This is an optimization exercise on Yosys and OpenROAD, whose aim is small area, not a production implementation.
In this exercise RTL edits were held to simulation tests only and were not proved equivalent to the original.
Power is estimated from default activity; no workload was simulated. The flow treats the clock pin as an ideal source, which a real chip does not have.

==> 03-17 <==
==> flow/design.v (excerpt) <==
module sorted_table_with_prime_marks_unit (
    input  wire logic        clk,
    input  wire logic        rst_n,
    input  wire logic        in_valid,
    output wire logic        in_ready,
    input  wire logic [2:0]  in_operation,
    input  wire logic [31:0] in_value,
    input  wire logic [5:0]  in_position,
    output wire logic        out_valid,
    input  wire logic        out_ready,
    output wire logic [31:0] out_result_value,
    output wire logic [6:0]  out_entry_count,
    output wire logic [6:0]  out_prime_count,
    output wire logic        out_value_is_prime,
    output wire logic [1:0]  out_status
);
    localparam int Data = 1855;      
    localparam int Ring = Data + 3;  
    localparam int RecW = 28;
    localparam logic [10:0] PhLast     = 11'd1826;
    localparam logic [10:0] PhDataLast = 11'd1508;
    localparam logic [10:0] PhMainEnd  = 11'd68;
    localparam logic [10:0] PhArm      = 11'd545;
    localparam logic [3:0] S_CLEAR = 4'd0;
    localparam logic [3:0] S_IDLE  = 4'd1;
    localparam logic [3:0] S_PRIME = 4'd2;
    localparam logic [3:0] S_WAIT  = 4'd3;
    localparam logic [3:0] S_PASS  = 4'd4;
    localparam logic [3:0] S_FIN   = 4'd5;
    localparam logic [3:0] S_CAPT  = 4'd6;
  ...
clock: 14.0 ns
lec_check: 0
abc_area: 1
cap_margin: 20
core_margin: 2
core_utilization: 60
place_density: 0.7
slew_margin: 20
standard.sh (not shown) runs the stock make flow with config.mk's settings and CLKGATE_MAP_FILE= SYNTH_SCRIPT=/design/flow/synth_recipe.tcl, a recipe that flattens the netlist after the stock synthesis.
==> flow/flow/run.sh <==
#!/bin/bash
# The standard layout (standard.sh, unchanged synthesis), with two changes:
# - each port gets a buf_1, the smallest buffer, instead of the cell that
#   buffer_ports picks by itself;
# - clock tree synthesis uses only clkbuf_16 and inserts no dummy loads.
# The output of the whole run goes to flow_standard.log in this folder (ORFS
# also keeps each step's own log under orfs/logs/).
set -euo pipefail
export BUFFER_PORTS_ARGS="-buffer_cell sky130_fd_sc_hd__buf_1"
export CTS_ARGS="-sink_clustering_enable -repair_clock_nets -dont_use_dummy_load -buf_list sky130_fd_sc_hd__clkbuf_16 -sink_clustering_size 36 -sink_clustering_max_diameter 70"
bash standard.sh > flow_standard.log 2>&1
==> 10-22 (differences from 03-17) <==
--- a/flow/design.v
+++ b/flow/design.v
@@ -54,20 +54,18 @@
     output wire logic [31:0] out_result_value,
     output wire logic [6:0]  out_entry_count,
     output wire logic [6:0]  out_prime_count,
     output wire logic        out_value_is_prime,
     output wire logic [1:0]  out_status
 );
     localparam int Data = 1855;      
-    localparam int Ring = Data + 3;  
+    localparam int Ring = Data;
     localparam int RecW = 28;
-    localparam logic [10:0] PhLast     = 11'd1826;
-    localparam logic [10:0] PhDataLast = 11'd1508;
-    localparam logic [10:0] PhMainEnd  = 11'd68;
-    localparam logic [10:0] PhArm      = 11'd545;
+    localparam logic [10:0] PhLast    = 11'd1508;
+    localparam logic [10:0] PhMainEnd = 11'd545;
     localparam logic [3:0] S_CLEAR = 4'd0;
     localparam logic [3:0] S_IDLE  = 4'd1;
     localparam logic [3:0] S_PRIME = 4'd2;
     localparam logic [3:0] S_WAIT  = 4'd3;
     localparam logic [3:0] S_PASS  = 4'd4;
     localparam logic [3:0] S_FIN   = 4'd5;
     localparam logic [3:0] S_CAPT  = 4'd6;
@@ -113,47 +111,115 @@
     logic        veq;
     logic [6:0]  target;
     logic        hit;
     logic        cnt_dn;
     logic [6:0]  cnt_stp;
     logic        beyond;
     logic        pass_init;
+    logic        cnt_upd;
+    logic        hz_inc;
+    logic        cnt_inc;
+    logic        d_adv;
+    logic        hz_clr;
+    logic        cnt_load;
+    logic        d_load;
     logic        token;
     logic        ins_now;
     logic        r_load;
     logic [15:0] r_reg;
     logic [15:0] r_next;
     logic [16:0] r2;
     logic [17:0] sub;
     logic        qb;
     logic        db;
     logic [15:0] rr;
     logic [1:0]  cmp_stp;
     logic        cmp_a, cmp_b;
+    function automatic logic [6:0] step7(input logic [6:0] x, input logic dn,
+                                         input logic en);
+        logic c;
+        c = en;
+        for (int i = 0; i < 7; i++)
+        begin
+            step7[i] = x[i] ^ c;
+            c = c & (x[i] ^ dn);
+        end
+    endfunction
+    function automatic logic [5:0] inc6(input logic [5:0] x, input logic en);
+        logic c;
+        c = en;
+        for (int i = 0; i < 6; i++)
+        begin
+            inc6[i] = x[i] ^ c;
+            c = c & x[i];
+        end
+    endfunction
+    function automatic logic [4:0] dec5(input logic [4:0] x);
+        logic c;
+        c = 1'b1;
+        for (int i = 0; i < 5; i++)
+        begin
+            dec5[i] = x[i] ^ c;
+            c = c & ~x[i];
+        end
+    endfunction
+    function automatic logic [14:0] inc15(input logic [14:0] x, input logic en);
+        logic c;
+        c = en;
+        for (int i = 0; i < 15; i++)
+        begin
+            inc15[i] = x[i] ^ c;
+            c = c & x[i];
+        end
+    endfunction
+    function automatic logic [17:0] sub17(input logic [16:0] x, input logic [16:0] y);
+        logic b;
+        b = 1'b0;
+        for (int i = 0; i < 17; i++)
+        begin
+            sub17[i] = x[i] ^ y[i] ^ b;
+            b = (~x[i] & y[i]) | (~(x[i] ^ y[i]) & b);
+        end
+        sub17[17] = b;
+    endfunction
+    function automatic logic lt7(input logic [6:0] x, input logic [6:0] y);
+        logic b;
+        b = 1'b0;
+        for (int i = 0; i < 7; i++)
+            b = (~x[i] & y[i]) | (~(x[i] ^ y[i]) & b);
+        lt7 = b;
+    endfunction
+    function automatic logic lt6(input logic [5:0] x, input logic [5:0] y);
+        logic b;
+        b = 1'b0;
+        for (int i = 0; i < 6; i++)
+            b = (~x[i] & y[i]) | (~(x[i] ^ y[i]) & b);
+        lt6 = b;
+    endfunction
     assign is_ins  = (in_operation == 3'd0);
     assign is_rem  = (in_operation == 3'd1);
     assign is_asc  = (in_operation == 3'd2);
     assign is_side = (in_operation == 3'd3);
     assign is_prm  = (in_operation == 3'd4);
     assign m       = ring[Ring-1];
     assign a       = ring[Ring-1-RecW];
     assign ph_step = {ph_reg[9:0], ph_reg[10] ^ ph_reg[8]};
     assign ph_last = (ph_reg == PhLast);
-    assign dt_last = (ph_reg == PhDataLast);
+    assign dt_last = ph_last;
     assign mn_end  = (ph_reg == PhMainEnd);
     assign vbit    = in_value[bc_reg];
     assign veq     = (hz_reg == in_value[31:26]);
     assign target  = is_side ? {2'b0, in_position[5:1]} : {1'b0, in_position};
     assign cnt_dn  = is_side && in_position[0];
-    assign cnt_stp = cnt_reg + (cnt_dn ? 7'h7f : 7'h01);
+    assign cnt_stp = step7(cnt_reg, cnt_dn, 1'b1);
     assign hit     = (cnt_stp == target);
-    assign beyond  = ({1'b0, in_position} >= fill_reg);
+    assign beyond  = ~lt7({1'b0, in_position}, fill_reg);
     assign r_reg = t[15:0];
     assign r2    = {r_reg, vbit};
-    assign sub   = {1'b0, r2} - {2'b0, d_reg};
+    assign sub   = sub17(r2, {1'b0, d_reg});
     assign qb    = ~sub[17];
     assign rr    = qb ? sub[15:0] : r2[15:0];
     assign db    = ~bc_reg[4] & d_reg[bc_reg[3:0]];
     assign r_next = (state_reg == S_PRIME && bc_reg != 5'd0) ? rr : '0;
     assign cmp_a = (state_reg == S_PRIME) ? qb : a;
     assign cmp_b = (state_reg == S_PRIME) ? db : vbit;
     always_comb
@@ -172,27 +238,29 @@
             M_EMIT:  y = (bc_reg == 5'd31) ? ip_reg : vbit;
             M_DELAY: y = t[RecW-1];
             M_LOOK:  y = a & ~tz_reg;
             default: y = ins_now | m;
         endcase
         y = y & (state_reg != S_CLEAR);
     end
-    assign t_in   = (mode_reg == M_NORM && state_reg == S_PASS && is_ins) ? token : m;
+    assign t_in   = (mode_reg != M_EMIT && mode_reg != M_DELAY
+                     && state_reg == S_PASS && is_ins) ? token : m;
     assign t_en   = !rdok_reg || (state_reg != S_DONE && state_reg != S_RESP);
     assign r_load = (state_reg == S_PRIME)
                     || (state_reg == S_IDLE && state_next == S_PRIME);
     always_ff @(posedge clk)
     begin
         ring <= {ring[Ring-2:0], y};
+        t[RecW-1] <= t[RecW-2];
         if (t_en)
         begin
             if (r_load)
-                t <= {t[RecW-2:RecW-13], r_next};
+                t[RecW-2:0] <= {t[RecW-3:RecW-13], r_next};
             else
-                t <= {t[RecW-2:0], t_in};
+                t[RecW-2:0] <= {t[RecW-3:0], t_in};
         end
     end
     always_ff @(posedge clk or negedge rst_n)
     begin
         if (!rst_n)
         begin
             state_reg <= S_CLEAR;
@@ -217,39 +285,43 @@
         cmp_reg   <= cmp_next;
         rdok_reg  <= rdok_next;
         mode_reg  <= mode_next;
         st_reg    <= st_next;
         ip_reg    <= ip_next;
         d_reg     <= d_next;
         tz_reg    <= dt_last | (tz_reg & ~mn_end);
-        arm_reg   <= (ph_reg == PhArm) | (arm_reg & ~pass_init);
+        arm_reg   <= mn_end | (arm_reg & ~pass_init);
     end
     assign in_ready           = (state_reg == S_DONE);
     assign out_valid          = (state_reg == S_RESP);
     assign out_result_value   = {hz_reg, t[RecW-2:1] & {26{rdok_reg}}};
     assign out_entry_count    = fill_reg;
     assign out_prime_count    = pcnt_reg;
     assign out_value_is_prime = (t[0] & rdok_reg) | ip_reg;
     assign out_status         = st_reg;
     always_comb
     begin
         state_next = state_reg;
         fill_next  = fill_reg;
         pcnt_next  = pcnt_reg;
-        hz_next    = hz_reg;
-        cnt_next   = cnt_reg;
+        hz_inc     = 1'b0;
+        hz_clr     = 1'b0;
+        cnt_inc    = 1'b0;
+        cnt_load   = 1'b0;
+        d_adv      = 1'b0;
+        d_load     = 1'b0;
         inrec_next = inrec_reg;
-        bc_next    = bc_reg - 5'd1;
+        bc_next    = dec5(bc_reg);
         cmp_next   = cmp_reg;
         rdok_next  = rdok_reg;
         mode_next  = mode_reg;
         st_next    = st_reg;
         ip_next    = ip_reg;
-        d_next     = d_reg;
         pass_init  = 1'b0;
+        cnt_upd    = 1'b0;
         case (mode_reg)
             M_EMIT:
             begin
                 if (bc_reg == 5'd31)
                     mode_next = M_DELAY;
             end
             default: ;
@@ -271,28 +343,28 @@
             S_IDLE:
             begin
                 if (in_valid)
                 begin
                     st_next    = 2'd0;
                     ip_next    = 1'b0;
                     rdok_next  = 1'b0;
-                    hz_next    = '0;
-                    cnt_next   = cnt_dn ? fill_reg : 7'h7f;
+                    hz_clr     = 1'b1;
+                    cnt_load   = 1'b1;
                     state_next = S_WAIT;
                     bc_next    = 5'd31;
-                    d_next     = 16'd2;
+                    d_load     = 1'b1;
                     cmp_next   = C_EQ;
                     if (is_ins)
                     begin
                         if (fill_reg[6])
                         begin
                             st_next    = 2'd2;
                             state_next = S_DONE;
                         end
-                        else if (mode_reg != M_NORM)
+                        else if (mode_reg == M_EMIT || mode_reg == M_DELAY)
                         begin
                             state_next = S_IDLE;
                         end
                         else if (~in_value[31] && (|in_value[30:1]))
                         begin
                             ip_next    = 1'b1;
                             state_next = S_PRIME;
@@ -316,139 +388,151 @@
                         pass_init  = 1'b1;
                     end
                 end
             end
             S_PRIME:
             begin
                 cmp_next = (bc_reg != 5'd0) ? cmp_stp : C_EQ;
+                d_adv    = (bc_reg == 5'd0);
                 if (bc_reg == 5'd0)
                 begin
                     if (cmp_stp == C_LT)
                     begin
                         state_next = S_WAIT;
                     end
                     else if (rr == '0)
                     begin
                         ip_next    = 1'b0;
                         state_next = S_WAIT;
                     end
-                    else
-                    begin
-                        d_next = {d_reg[15:1] + 15'(d_reg[0]), 1'b1};
-                    end
                 end
             end
             S_WAIT:
             begin
                 if (ph_last)
                 begin
                     state_next = S_PASS;
                     pass_init  = 1'b1;
                 end
             end
             S_PASS:
             begin
-                if (is_ins && mode_reg != M_NORM)
+                if (is_ins && (mode_reg == M_EMIT || mode_reg == M_DELAY))
                 begin
                 end
                 else if (!inrec_reg)
                 begin
                     if (a)
                     begin
                         inrec_next = 1'b1;
                         bc_next    = 5'd25;
-                        if ($signed(hz_reg) < $signed(in_value[31:26]))
+                        if (lt6({~hz_reg[5], hz_reg[4:0]}, {~in_value[31], in_value[30:26]}))
                             cmp_next = C_LT;
                         else if (veq)
                             cmp_next = C_EQ;
                         else
                             cmp_next = C_GT;
                     end
                     else
                     begin
-                        hz_next = hz_reg + 6'd1;
+                        hz_inc = 1'b1;
                     end
                 end
                 else if (bc_reg != 5'd31)
                 begin
                     cmp_next = cmp_stp;
                 end
                 else
                 begin
                     inrec_next = 1'b0;
                     if (is_rem)
                     begin
-                        if (cmp_reg == C_EQ && mode_reg == M_NORM)
+                        if (cmp_reg == C_EQ)
                         begin
-                            mode_next = M_LOOK;
-                            fill_next = fill_reg - 7'd1;
-                            pcnt_next = pcnt_reg - 7'(a);
+                            mode_next  = M_LOOK;
+                            cnt_upd    = 1'b1;
+                            state_next = S_DONE;
+                        end
+                        else if (cmp_reg == C_GT)
+                        begin
+                            state_next = S_DONE;
+                            st_next    = 2'd1;
                         end
                     end
                     else if (!is_ins && (!is_prm || a))
                     begin
-                        cnt_next = cnt_stp;
+                        cnt_inc = 1'b1;
                         if (hit)
                         begin
                             state_next = S_CAPT;
                             rdok_next  = 1'b1;
                             bc_next    = 5'd27;
                         end
                     end
                 end
                 if (ins_now)
                     bc_next = 5'd25;
+                if (is_ins && mode_reg == M_DELAY)
+                begin
+                    state_next = S_DONE;
+                    cnt_upd    = 1'b1;
+                end
                 if (dt_last && state_next == S_PASS)
                 begin
                     if (is_ins)
                     begin
                         state_next = S_FIN;
                     end
                     else
                     begin
                         state_next = S_DONE;
-                        if (is_rem)
-                            st_next = (mode_next == M_LOOK) ? 2'd0 : 2'd1;
-                        else
-                            st_next = 2'd3;
+                        st_next    = is_rem ? 2'd1 : 2'd3;
                     end
                 end
             end
             S_FIN:
             begin
                 if (mode_reg == M_DELAY || mn_end)
                 begin
                     state_next = S_DONE;
-                    fill_next  = fill_reg + 7'd1;
-                    pcnt_next  = pcnt_reg + 7'(ip_reg);
+                    cnt_upd    = 1'b1;
                 end
             end
             S_CAPT:
             begin
                 if (bc_reg == 5'd0)
                     state_next = S_DONE;
             end
             S_DONE:
             begin
                 if (!rdok_reg)
-                    hz_next = '0;
+                    hz_clr = 1'b1;
                 if (in_valid)
                     state_next = S_RESP;
             end
             S_RESP:
             begin
                 if (out_ready)
                     state_next = S_IDLE;
             end
             default:
             begin
                 state_next = S_IDLE;
             end
         endcase
+        fill_next = step7(fill_reg, is_rem, cnt_upd);
+        pcnt_next = step7(pcnt_reg, is_rem, cnt_upd & (is_rem ? a : ip_reg));
+        if (pass_init)
+            hz_next = 6'b100000;
+        else if (hz_clr)
+            hz_next = '0;
+        else
+            hz_next = inc6(hz_reg, hz_inc);
+        cnt_next = cnt_load ? (cnt_dn ? fill_reg : 7'h7f)
+                            : (cnt_inc ? cnt_stp : cnt_reg);
+        d_next   = d_load ? 16'd2
+                          : {inc15(d_reg[15:1], d_reg[0] & d_adv), d_reg[0] | d_adv};
         if (pass_init)
-        begin
-            hz_next    = 6'b100000;
             inrec_next = 1'b0;
-        end
     end
 endmodule
 `default_nettype wire
==> flow/flow/run.sh (replaced) <==
#!/bin/bash
# The standard layout (standard.sh, unchanged synthesis), with two changes:
# - each port gets a buf_1, the smallest buffer, instead of the cell that
#   buffer_ports picks by itself;
# - clock tree synthesis uses only clkbuf_16 and inserts no dummy loads.
# The output of the whole run goes to flow_standard.log in this folder (ORFS
# also keeps each step's own log under orfs/logs/).
set -euo pipefail
export BUFFER_PORTS_ARGS="-buffer_cell sky130_fd_sc_hd__buf_1"
export CTS_ARGS="-sink_clustering_enable -repair_clock_nets -dont_use_dummy_load -buf_list sky130_fd_sc_hd__clkbuf_16 -sink_clustering_size 38 -sink_clustering_max_diameter 74"
bash standard.sh > flow_standard.log 2>&1
Settings changed: ABC_AREA 1 to unset.
==> 01-07 (differences from 03-17) <==
==> flow/run.sh (new file) <==
#!/bin/bash
# synth_recipe.tcl (not shown) runs the flow's synth.tcl, then flattens the netlist and writes it again
# the make line also repeats each setting of config.mk as NAME=value (left out here)
make -C /OpenROAD-flow-scripts/flow DESIGN_CONFIG=/design/flow/config.mk WORK_HOME=/design/flow/orfs CLKGATE_MAP_FILE= SYNTH_SCRIPT=/design/flow/synth_recipe.tcl finish
Settings changed: CTS_BUF_LIST set to sky130_fd_sc_hd__clkbuf_16, CTS_CLUSTER_DIAMETER set to 70, CTS_CLUSTER_SIZE set to 36.
removed: flow/flow/run.sh
removed: flow/standard.sh
==> summary of the runs <==
Against 03-17, the sequential share of layout area of 01-07 is lower by 1.4 points. Setup slack: 03-17 > 01-07 > 10-22. Utilization, lowest first: 10-22, 03-17, 01-07. Flip-flop and latch count is the same in 01-07 and 03-17. Wire length: 01-07 is larger than 03-17 (2.1%).
==> figures <==
| quantity | 10-22 | 01-07 | 03-17 |
|---|---|---|---|
| Run status | timing/DRC/antenna clean | timing/DRC/antenna clean | timing/DRC/antenna clean |
| Summed instance area of the synthesized netlist | 43800 um2 | 45500 um2 | 45500 um2 |
| Met3 Routed Length | 2230 um | 2870 um | 2780 um |
| Initial core utilization | 60.3% | 60.9% | 60.9% |
| Die area | 75200 um2 | 78000 um2 | 78000 um2 |
| Proportion of power drawn by flip-flops and latches | 67.4% | 61.1% | 62.1% |
| Detailed Routing Iterations Pass 1 | 5 | 8 | 5 |
| Pwr per Cell Area | 185 nW/um2 | 195 nW/um2 | 195 nW/um2 |
| Critical path launch point | in_value[1] | in_value[8] | in_value[31] |
| Met1 track utilization from global routing | 23.1% | 26.7% | 26.3% |
| Largest stage delay on the critical path | 520 ps | 510 ps | 370 ps |

## re-timing with driven ports
The results above use ideal ports. As a check the final layouts listed here were re-extracted and re-timed, cells and wires unchanged. Step 1: set_driving_cell puts a clkbuf_16 on clk and a buf_2 on each other input, an assumption about the parent block. Step 2, shift: input delay + t, output delay - t, t = (earliest + latest rising clock arrival at the registers) / 2. This alone moves slack from input paths to output paths. Slacks: ideal / step 1 / step 2; pairs: ideal / step 1.
run | shift t [ns] | slack for setup (ns) | worst setup path at the end | worst slew at a driven data input, ns
03-17 | 0.680 | 8.199 / 8.242 / 7.561 | input to register | 0.11
10-22 | 0.654 | 3.440 / 3.479 / 2.825 | input to register | 0.20
01-07 | 0.708 | 7.795 / 7.826 / 7.119 | input to register | 0.11
After both steps every run listed still meets setup and hold. For 01-07, which loses most, drivers alone change the setup slack by +0.031 ns; drivers and shift together by -0.676 ns.
